Source: an optimization exercise on an open RTL-to-GDS flow (aim: small area, a short achievable clock period and few clock cycles per item). Production flows keep margins and buffers that such runs may drop. RTL that was checked went through simulation tests only; none was proved equivalent to the original. No driver is modelled on the clock port, so clocking that relies on it looks cheaper here than on a real chip.

==> module systolic_mm_top, before the edit <==
module systolic_mm_top (
    input  logic                  clk,
    input  logic                  rst,
    input  logic                  in_valid,
    input  logic [8-1:0] in_data,
    output logic                  out_valid,
    output logic [8-1:0] out_data,
    output logic                  busy,
    output logic                  done
);
    logic       ld;        
    logic [6:0] icnt;      
    logic       bz;        
    logic       bz_nxt;
    logic       start;
    logic       acc;
    logic [6:0] idx;       
    assign start  = in_valid && (!bz || done);
    assign acc    = in_valid && (ld || start);
    assign idx    = start ? 7'd0 : icnt;
    assign bz_nxt = start || (bz && !done);
    logic [2:0] lnxt;
    assign lnxt = icnt[2:0] - icnt[5:3];
    logic       rm;
    logic [5:0] rc;
    logic       tvr;       
    logic       rm_nxt;
    assign rm_nxt = (acc && idx == 7'd127) || (rm && rc != 6'd56);
    always_ff @(posedge clk or negedge rst) begin
        if (!rst) begin
            ld   <= 1'b0;
            bz   <= 1'b0;
            rm   <= 1'b0;
            tvr  <= 1'b0;
        end else begin
            if (acc) begin
                ld <= (idx != 7'd127);
            end
            bz  <= bz_nxt;
            rm  <= rm_nxt;
            tvr <= acc && idx[6:3] == 4'hf && idx[2:0] != 3'd7;
        end
    end
    always_ff @(posedge clk) begin
        if (acc) begin
            icnt <= idx + 7'd1;
        end
        rc   <= rm ? rc + 6'd1 : 6'd0;
        busy <= rst && bz_nxt;   
    end
    logic [63:0]  la [8];   
    logic [511:0] bq;       
    logic [7:0]   aen;
    logic         ben;
    logic       idle;      
    logic [7:0] a_ok;      
    logic       b_ok;      
    logic       adv;       
    assign idle = !bz || done;
    assign adv  = rm && rc[2:0] == 3'd0;
    assign b_ok = ld && icnt[6];
    for (genvar m = 0; m < 8; m++) begin : g_aen
        if (m == 0) begin : g_0
            assign a_ok[m] = idle || (ld && !icnt[6] && lnxt == 3'd0);
        end else begin : g_m
            assign a_ok[m] = ld && !icnt[6] && lnxt == 3'(m);
        end
        assign aen[m] = (in_valid && a_ok[m]) || adv;
    end
    assign ben = (in_valid && b_ok) || rm;
    always_ff @(posedge clk) begin
        for (int m = 0; m < 8; m++) begin
            if (aen[m]) la[m] <= {in_data, la[m][63:8]};
        end
        if (ben) bq <= {(rm ? bq[7:0] : in_data), bq[511:8]};
    end
    logic [63:0] ta;
    logic [63:0] tb;
    for (genvar m = 0; m < 8; m++) begin : g_tap
        assign ta[8*m +: 8] = la[m][7:0];
        assign tb[8*m +: 8] = bq[8*(8*m+7) +: 8];
    end
    dot8 dot8_inst (
        .clk    (clk),
        .rst    (rst),
        .a      (ta),
        .b      (tb),
        .vin    (tvr || rm),
        .lin    (rm && rc == 6'd56),
        .res    (out_data),
        .vout   (out_valid),
        .lout   (done)
    );
endmodule
clock: 6.0 ns
lec_check: 0
cap_margin: 20
core_margin: 2
core_utilization: 70
cts_cluster_diameter: 60
cts_cluster_size: 30
setup_slack_margin: 3.8
slew_margin: 20
tns_end_percent: 0
standard.sh (not shown) runs the stock make flow with config.mk's settings and CLKGATE_MAP_FILE= SYNTH_SCRIPT=/design/flow/synth_recipe.tcl, a recipe that flattens the netlist after the stock synthesis.
==> flow/flow/run.sh <==
#!/bin/bash
# Standard ORFS layout, except that synthesis skips the "abc -fast" pass of
# yosys synth's fine step (synth -noabc), so extract_fa sees the adder
# logic as written instead of after an ABC remap that flips polarities and
# leaves inverters around the full-adder cells. Everything else is the standard flow's
# standard.sh and synth_recipe.tcl unchanged.
set -euo pipefail
cd "$(dirname "$0")/.."
first='proc synth {args} { yosys synth -nofsm -noshare {*}$args }'
[[ "$(head -1 synth_recipe.tcl)" == "$first" ]] || { echo "unexpected synth_recipe.tcl" >&2; exit 1; }
{ echo 'proc synth {args} { yosys synth -nofsm -noshare -noabc {*}$args }'; tail -n +2 synth_recipe.tcl; } > noabc_synth.tcl
grep -q "SYNTH_SCRIPT=$PWD/synth_recipe.tcl" standard.sh || { echo "unexpected standard.sh" >&2; exit 1; }
sed "s#SYNTH_SCRIPT=$PWD/synth_recipe.tcl#SYNTH_SCRIPT=$PWD/noabc_synth.tcl#; s#^make #make POST_CTS_TCL=$PWD/flow/clock_top.tcl #" standard.sh > noabc_standard.sh
bash noabc_standard.sh > layout.log 2>&1
Other scripts of this flow, unchanged in this note and not shown: flow/flow/clock_top.tcl
The starting point ran to the end with no violations.
Rerun with:
--- a/flow/design.v
+++ b/flow/design.v
@@ -3104,14 +3104,15 @@
     logic       acc;
     logic [6:0] idx;       
     assign start  = in_valid && (!bz || done);
     assign acc    = in_valid && (ld || start);
     assign idx    = start ? 7'd0 : icnt;
     assign bz_nxt = start || (bz && !done);
-    logic [2:0] lnxt;
-    assign lnxt = icnt[2:0] - icnt[5:3];
+    logic [7:0] lh;
+    logic [7:0] lcur;
+    assign lcur = start ? 8'h01 : lh;
     logic       rm;
     logic [5:0] rc;
     logic       tvr;       
     logic       rm_nxt;
     assign rm_nxt = (acc && idx == 7'd127) || (rm && rc != 6'd56);
     always_ff @(posedge clk or negedge rst) begin
@@ -3129,12 +3130,13 @@
             tvr <= acc && idx[6:3] == 4'hf && idx[2:0] != 3'd7;
         end
     end
     always_ff @(posedge clk) begin
         if (acc) begin
             icnt <= idx + 7'd1;
+            lh   <= (idx[2:0] == 3'd7) ? lcur : {lcur[6:0], lcur[7]};
         end
         rc   <= rm ? rc + 6'd1 : 6'd0;
         busy <= rst && bz_nxt;   
     end
     logic [63:0]  la [8];   
     logic [511:0] bq;       
@@ -3146,15 +3148,15 @@
     logic       adv;       
     assign idle = !bz || done;
     assign adv  = rm && rc[2:0] == 3'd0;
     assign b_ok = ld && icnt[6];
     for (genvar m = 0; m < 8; m++) begin : g_aen
         if (m == 0) begin : g_0
-            assign a_ok[m] = idle || (ld && !icnt[6] && lnxt == 3'd0);
+            assign a_ok[m] = idle || (ld && !icnt[6] && lh[m]);
         end else begin : g_m
-            assign a_ok[m] = ld && !icnt[6] && lnxt == 3'(m);
+            assign a_ok[m] = ld && !icnt[6] && lh[m];
         end
         assign aen[m] = (in_valid && a_ok[m]) || adv;
     end
     assign ben = (in_valid && b_ok) || rm;
     always_ff @(posedge clk) begin
         for (int m = 0; m < 8; m++) begin
Result: The changed run finished with timing, DRC and antenna clean. Cell count hardly moves. Design area drops slightly. Core utilization decreases by 1.6 points. Die area came out higher slightly. Sequential cell count rose by 8. Worst hold slack hardly moves. Area after synthesis grows slightly. Sequential share of layout area rises by 1.1 points.
Testbench counts after the change, summed over its fixed seeds: cycles 24,072, jobs 128.
Only the layout flow was run in the first run of this note; the RTL was not checked for function there.

[static timing again, ports no longer ideal]
In the flow no input, the clock included, has a driving cell. The finished layouts below were timed again as built, in two steps. Step 1, drivers: a clkbuf_16 drives clk and a buf_2 each remaining input, both assumed. Step 2 times the ports against the registers' clock, not the clock port: input delays grow and output delays shrink by t, the midpoint of the rising clock arrivals with the driver on. Three values: no drivers, after step 1, after step 2; two values: the first two.
run | shift t [ns] | setup slack, ns | worst setup path at the end | slew at the worst register clock pin (ns) | worst data-port slew with drivers (ns)
the first run | 0.615 | 3.465 / 3.465 / 3.001 | input to register | 0.11 / 0.11 | 0.06
the second run | 0.609 | 3.738 / 3.601 / 3.244 | input to register | 0.11 / 0.11 | 0.04
After both steps setup and hold are still met in every run listed. The setup slack of the second run, which loses most, moves by -0.137 ns with the drivers and by -0.494 ns with both steps.
